Background: an optimization exercise with open tools, aiming at small area. Do not read the settings as production practice. Where RTL was checked, it was by simulation tests only, not by an equivalence proof against the original. No activity file was given, so power comes from the tool's default toggle rates.

## garnet
// game_video_top
module game_video_top (
  input  logic       pxl_clk,
  input  logic       reset,
  input  logic       sck,
  input  logic       sdi,
  input  logic       fsync,
  output logic       hsync,
  output logic       vsync,
  output logic       sync_b,
  output logic [7:0] r,
  output logic [7:0] g,
  output logic [7:0] b
);
Size: ~370 flip-flops, about 32 I/O pins.
make LEC_CHECK=0 CAP_MARGIN=20 CORE_MARGIN=2 CORE_UTILIZATION=40 CTS_BUF_LIST=sky130_fd_sc_hd__clkbuf_4 GPL_TIMING_DRIVEN=0 SLEW_MARGIN=20 finish   # period 12.5 ns
run.sh (not shown) runs the stock make flow with config.mk's settings and CLKGATE_MAP_FILE= SYNTH_SCRIPT=/design/flow/synth_recipe.tcl, a recipe that flattens the netlist after the stock synthesis.
diff inputs: garnet => tundra
Settings: removing GPL_TIMING_DRIVEN (formerly 0); removing CTS_BUF_LIST (formerly sky130_fd_sc_hd__clkbuf_4).
- tundra finished every stage and its layout cleared the timing, design-rule and antenna checks.
- Comparing the two runs side by side, tundra comes out ahead of garnet on time the worst path needs with I/O delays and setup.
- Re part of the power in the clock network: tundra and garnet aren't equal, and the lower value belongs to garnet.
- tundra: met2 wire length is 2.2 mm higher than what garnet reported.
Function was not checked in any run of this note: the RTL went through the layout flow alone.

* * *

run Z:
Another version of the RTL of game_video_top (not shown whole).
For scale: roughly 2,900 cells after synthesis, about 370 flip-flops, roughly 32 I/O pins, roughly 33,000 µm² of cells after synthesis.
Design game_video_top, start of the top module:
module game_video_top (
  input  logic       pxl_clk,
  input  logic       reset,
  input  logic       sck,
  input  logic       sdi,
  input  logic       fsync,
  output logic       hsync,
  output logic       vsync,
  output logic       sync_b,
  output logic [7:0] r,
  output logic [7:0] g,
  output logic [7:0] b
);
  logic [2:0]  pin_meta;
  logic [2:0]  pin_sync;
  logic        sck_prev;
  logic [4:0]  bit_cnt;
  logic        word_valid;
  logic [31:0] shift;
  logic        shift_en;
  logic        word_done;
  logic [31:0] next_word;
  assign shift_en  = pin_sync[2] & pin_sync[1] & ~sck_prev;
  assign word_done = shift_en & (&bit_cnt);
  assign next_word = {shift[30:0], pin_sync[0]};
  always_ff @(posedge pxl_clk) begin
    pin_meta <= {fsync, sck, sdi};
    pin_sync <= pin_meta;
  end
  always_ff @(posedge pxl_clk) begin
    if (reset) begin
      sck_prev   <= 1'b0;
      bit_cnt    <= '0;
      word_valid <= 1'b0;
    end else begin
      sck_prev   <= pin_sync[1];
      word_valid <= word_done;
      if (!pin_sync[2]) begin
        bit_cnt <= '0;
      end else if (shift_en) begin
        bit_cnt <= bit_cnt + 1'b1;
      end
  ...
clock: 12.5 ns
lec_check: 0
cap_margin: 20
core_margin: 2
core_utilization: 60
cts_cluster_diameter: 90
cts_cluster_size: 30
slew_margin: 20
Run Z ran to completion and came out clean on the timing, design-rule and antenna checks.
### run Z -> run R
Settings: changing CTS_CLUSTER_SIZE from 30 to 24; changing CTS_CLUSTER_DIAMETER from 90 to 80.
==> comparison <==
Going from run Z to run R, largest stage delay on the critical path neither gained nor lost much; clock buffer instance count of the final layout up 23%; power density over cell area now smaller; global routing usage on met3 comparable.
The part of the cycle the worst path needs of run Z and that of run R are within noise of each other.
Status: power attributed to sequential cells parity (run R, run Z)
Looking at post-route worst hold slack across run Z and run R, the one that comes out lower is run R.
In the flow results for run Z and run R, the area growth from synthesis to layout is larger on run Z.
Delta (run R minus run Z): cell area has remained practically unchanged, combinational group share of total power has increased.
Between run Z and run R, the total power is higher for run Z.

* * *

Another version of the RTL of game_video_top (not shown whole).
Size: ~3,300 cells after synthesis, ~370 flip-flops, about 32 I/O pins, about 35,000 sq um of cells after synthesis.
clock: 12.5 ns
lec_check: 0
cap_margin: 20
core_margin: 2
core_utilization: 60
cts_cluster_diameter: 80
cts_cluster_size: 24
slew_margin: 20
The first run went through all stages and came out clean.
Next try:
- CORE_UTILIZATION: 60 -> 40
What happened:
- The changed run finished with timing, DRC and antenna clean
- wire length shrinks by 1.8%
- sequential power hardly moves
- die area increases by 49%
- via count falls by 3.1%
- clock power grows by 7.9%
- total power goes up by 0.59%
Next try:
- CTS_CLUSTER_DIAMETER: 80 -> not set
- CTS_CLUSTER_SIZE: 24 -> not set
=> The changed run completed with no timing, DRC or antenna violations. Sequential share of layout area decreases by 0.42 points. Global-route usage increases by 0.33 points. Non-clock buffer count is unchanged. Wire length increases by 0.96%. Final cell count increases by 0.75%. Total power increases by 9.0%.
No run of this note included a check of the RTL's function; only the layout flow was run.

what the ideal ports hide:
No port has a modelled driver above. Below, the same layouts with a new extraction and two added sets of constraints. Step 1 (the two cells are an assumption about what drives the block):
set clk [get_ports {pxl_clk}]
set_driving_cell -lib_cell sky130_fd_sc_hd__clkbuf_16 $clk
set_driving_cell -lib_cell sky130_fd_sc_hd__buf_2 [delete_from_list [all_inputs] $clk]
Step 2 times the ports against the registers' clock, not the clock port: input delays grow and output delays shrink by t, the midpoint of the rising clock arrivals with the driver on. Slacks: ideal / step 1 / step 2; pairs: ideal / step 1.
| run | t, ns | setup slack, ns | hold slack, ns | worst register clock-pin slew, ns | worst slew at a driven data input, ns |
|---|---|---|---|---|---|
| garnet | 0.898 | 0.315 / 0.335 / -0.563 | 0.327 / 0.327 / 0.327 | 0.08 / 0.08 | 0.04 |
| tundra | 0.640 | 0.340 / 0.378 / -0.262 | 0.326 / 0.326 / 0.326 | 0.06 / 0.06 | 0.03 |
| run Z | 0.645 | 0.498 / 0.498 / 0.498 | 0.339 / 0.339 / 0.339 | 0.11 / 0.11 | 0.04 |
| run R | 0.633 | 0.492 / 0.492 / 0.492 | 0.334 / 0.334 / 0.334 | 0.10 / 0.10 | 0.04 |
| the first run of note 3 | 0.626 | 0.595 / 0.595 / 0.595 | 0.323 / 0.323 / 0.323 | 0.10 / 0.10 | 0.04 |
| the second run of note 3 | 0.629 | 0.654 / 0.654 / 0.654 | 0.333 / 0.333 / 0.333 | 0.10 / 0.10 | 0.03 |
| the third run of note 3 | 0.639 | 0.641 / 0.641 / 0.641 | 0.327 / 0.327 / 0.327 | 0.07 / 0.07 | 0.03 |
With both steps, setup timing fails in garnet and tundra, where it was met with ideal ports. The setup slack of garnet, which loses most, moves by +0.020 ns with the drivers and by -0.878 ns with both steps.
